Background: an optimization exercise with open tools, aiming at small area, a short achievable clock period and few clock cycles per item. Do not read the settings as production practice.
In this exercise RTL edits were held to simulation tests only and were not proved equivalent to the original.

== before ==
==> flow/design.v (excerpt) <==
module pressure_rolling_average (
    input  logic         clk,
    input  logic         rst_n,
    input  logic         s_tvalid,
    output logic         s_tready,
    input  logic [15:0]  s_tdata,    
    output logic         m_tvalid,
    input  logic         m_tready,
    output logic [39:0]  m_tdata,    
    output logic         m_tuser,    
    input  logic         cfg_valid,
    output logic         cfg_ready,
    input  logic [1:0]   cfg_index,
    input  logic [12:0]  cfg_data
);
Settings: LEC_CHECK=0, CAP_MARGIN=20, CORE_MARGIN=2, CORE_UTILIZATION=40, SETUP_SLACK_MARGIN=4.4, SLEW_MARGIN=20; clock period 8.5 ns.
run.sh (not shown) runs the stock make flow with config.mk's settings and CLKGATE_MAP_FILE= SYNTH_SCRIPT=/design/flow/synth_recipe.tcl, a recipe that flattens the netlist after the stock synthesis.
Testbench counts of before, summed over its fixed seeds: cycles 5,923, items 4,835.
Setup changes, before to after
-- flow/design.v --
<<< before, line 219
        logic [6:0]    t;
        logic [8:0]    d1, d2, d3;
        rem = st_i[WW+4:WW];
        w   = st_i[WW-1:0];
>>> after, line 219
        logic [6:0]    t;
        logic [8:0]    d1, d2, d3;
        logic          s3, s2, s1, s0;
        rem = st_i[WW+4:WW];
        w   = st_i[WW-1:0];
<<< before, line 227
            d2 = {2'b00, t} - {2'b00, n, 1'b0};
            d3 = {2'b00, t} - {1'b0, n3};
            if (!d3[8])
            begin
                rem = d3[4:0];
                w   = {w[WW-3:0], 2'd3};
            end
            else if (!d2[8])
            begin
                rem = d2[4:0];
                w   = {w[WW-3:0], 2'd2};
            end
            else if (!d1[8])
            begin
                rem = d1[4:0];
                w   = {w[WW-3:0], 2'd1};
            end
            else
            begin
                rem = t[4:0];
                w   = {w[WW-3:0], 2'd0};
            end
        end
        st_o = {rem, w};
>>> after, line 228
            d2 = {2'b00, t} - {2'b00, n, 1'b0};
            d3 = {2'b00, t} - {1'b0, n3};
            s3 = !d3[8];
            s2 = d3[8] & !d2[8];
            s1 = d2[8] & !d1[8];
            s0 = d1[8];
            rem = ({5{s3}} & d3[4:0]) | ({5{s2}} & d2[4:0])
                | ({5{s1}} & d1[4:0]) | ({5{s0}} & t[4:0]);
            w   = {w[WW-3:0], !d2[8], s3 | s1};
        end
        st_o = {rem, w};
<<< before, line 516
    pra_ndiv4 #(.WW(14), .NST(KA2)) u_adiv2 (.n(n_d1), .n3(n3_d1), .st_i(a_d1), .st_o(a_d1m));
    pra_ndiv  #(.WW(14), .NST(1))   u_adiv3 (.n(n_d1), .st_i(a_d1m), .st_o(a_d1x));
    logic        ovf_d1x, zf_d1x;
    assign ovf_d1x = (v_mul[23:18] >= n_d1);
    assign zf_d1x  = neg_d1 && (v_mul[23:5] == '1);
    logic        v_d2, neg_d2, full_d2;
    logic [5:0]  n_d2;
    logic [7:0]  n3_d2;
    logic [18:0] a_d2;
    logic [22:0] q_d2;
    logic        ovf_d2, zf_d2;
    always_ff @(posedge clk or negedge rst_n)
    begin
>>> after, line 504
    pra_ndiv4 #(.WW(14), .NST(KA2)) u_adiv2 (.n(n_d1), .n3(n3_d1), .st_i(a_d1), .st_o(a_d1m));
    pra_ndiv  #(.WW(14), .NST(1))   u_adiv3 (.n(n_d1), .st_i(a_d1m), .st_o(a_d1x));
    logic        v_d2, neg_d2, full_d2;
    logic [5:0]  n_d2;
    logic [7:0]  n3_d2;
    logic [18:0] a_d2;
    logic [23:0] q_d2;      
    always_ff @(posedge clk or negedge rst_n)
    begin
<<< before, line 552
            n3_d2   <= n3_d1;
            a_d2    <= a_d1x;
            q_d2    <= v_mul[22:0];
            ovf_d2  <= ovf_d1x;
            zf_d2   <= zf_d1x;
        end
    end
>>> after, line 536
            n3_d2   <= n3_d1;
            a_d2    <= a_d1x;
            q_d2    <= v_mul;
        end
    end
<<< before, line 577
            assign n_in    = n_d2;
            assign n3_in   = n3_d2;
            assign ovf_in  = ovf_d2;
            assign zf_in   = zf_d2;
            assign q_in    = q_d2;
            assign a_in    = a_d2;
            assign neg_in  = neg_d2;
>>> after, line 559
            assign n_in    = n_d2;
            assign n3_in   = n3_d2;
            assign ovf_in  = (q_d2[23:18] >= n_d2);
            assign zf_in   = neg_d2 && (q_d2[23:5] == '1);
            assign q_in    = q_d2[22:0];
            assign a_in    = a_d2;
            assign neg_in  = neg_d2;
[summary]
When the final numbers for before and after were put side by side, the post-layout net count turned out to be greater in after.
Delta (after minus before): overall routing resource usage shows no meaningful change; register-to-register slack shows a reduction of 0.03 ns; synthesized-area fraction occupied by xor and xnor cells shows a reduction of 0.23 points.
Relative to before, the final wirelength measured on after has increased slightly.
after vs. before: fmax went down by 1.1%.
Compared after vs before, and synthesized cell count is up in after.
Testbench counts of after, summed over its fixed seeds: cycles 5,923, items 4,835.

## port drivers added, routing unchanged
Ports are ideal in the flow. The routed layouts listed here were re-timed in OpenROAD. Step 1 assumes that a clkbuf_16 drives the clock port and a buf_2 every other input. Step 2 also shifts input and output timing later by t, the mid clock arrival at the registers, as if the neighbouring blocks saw the same clock. a / b / c = ideal ports / drivers / drivers and shift; a / b = the first two.
run | shift t [ns] | slack for setup (ns) | worst data-port slew with drivers (ns)
before | 0.819 | 4.391 / 4.391 / 3.676 | 0.12
after | 0.815 | 4.347 / 4.364 / 3.587 | 0.15
After both steps setup and hold are still met in every run listed. For after, which loses most, drivers alone change the setup slack by +0.017 ns; drivers and shift together by -0.760 ns.
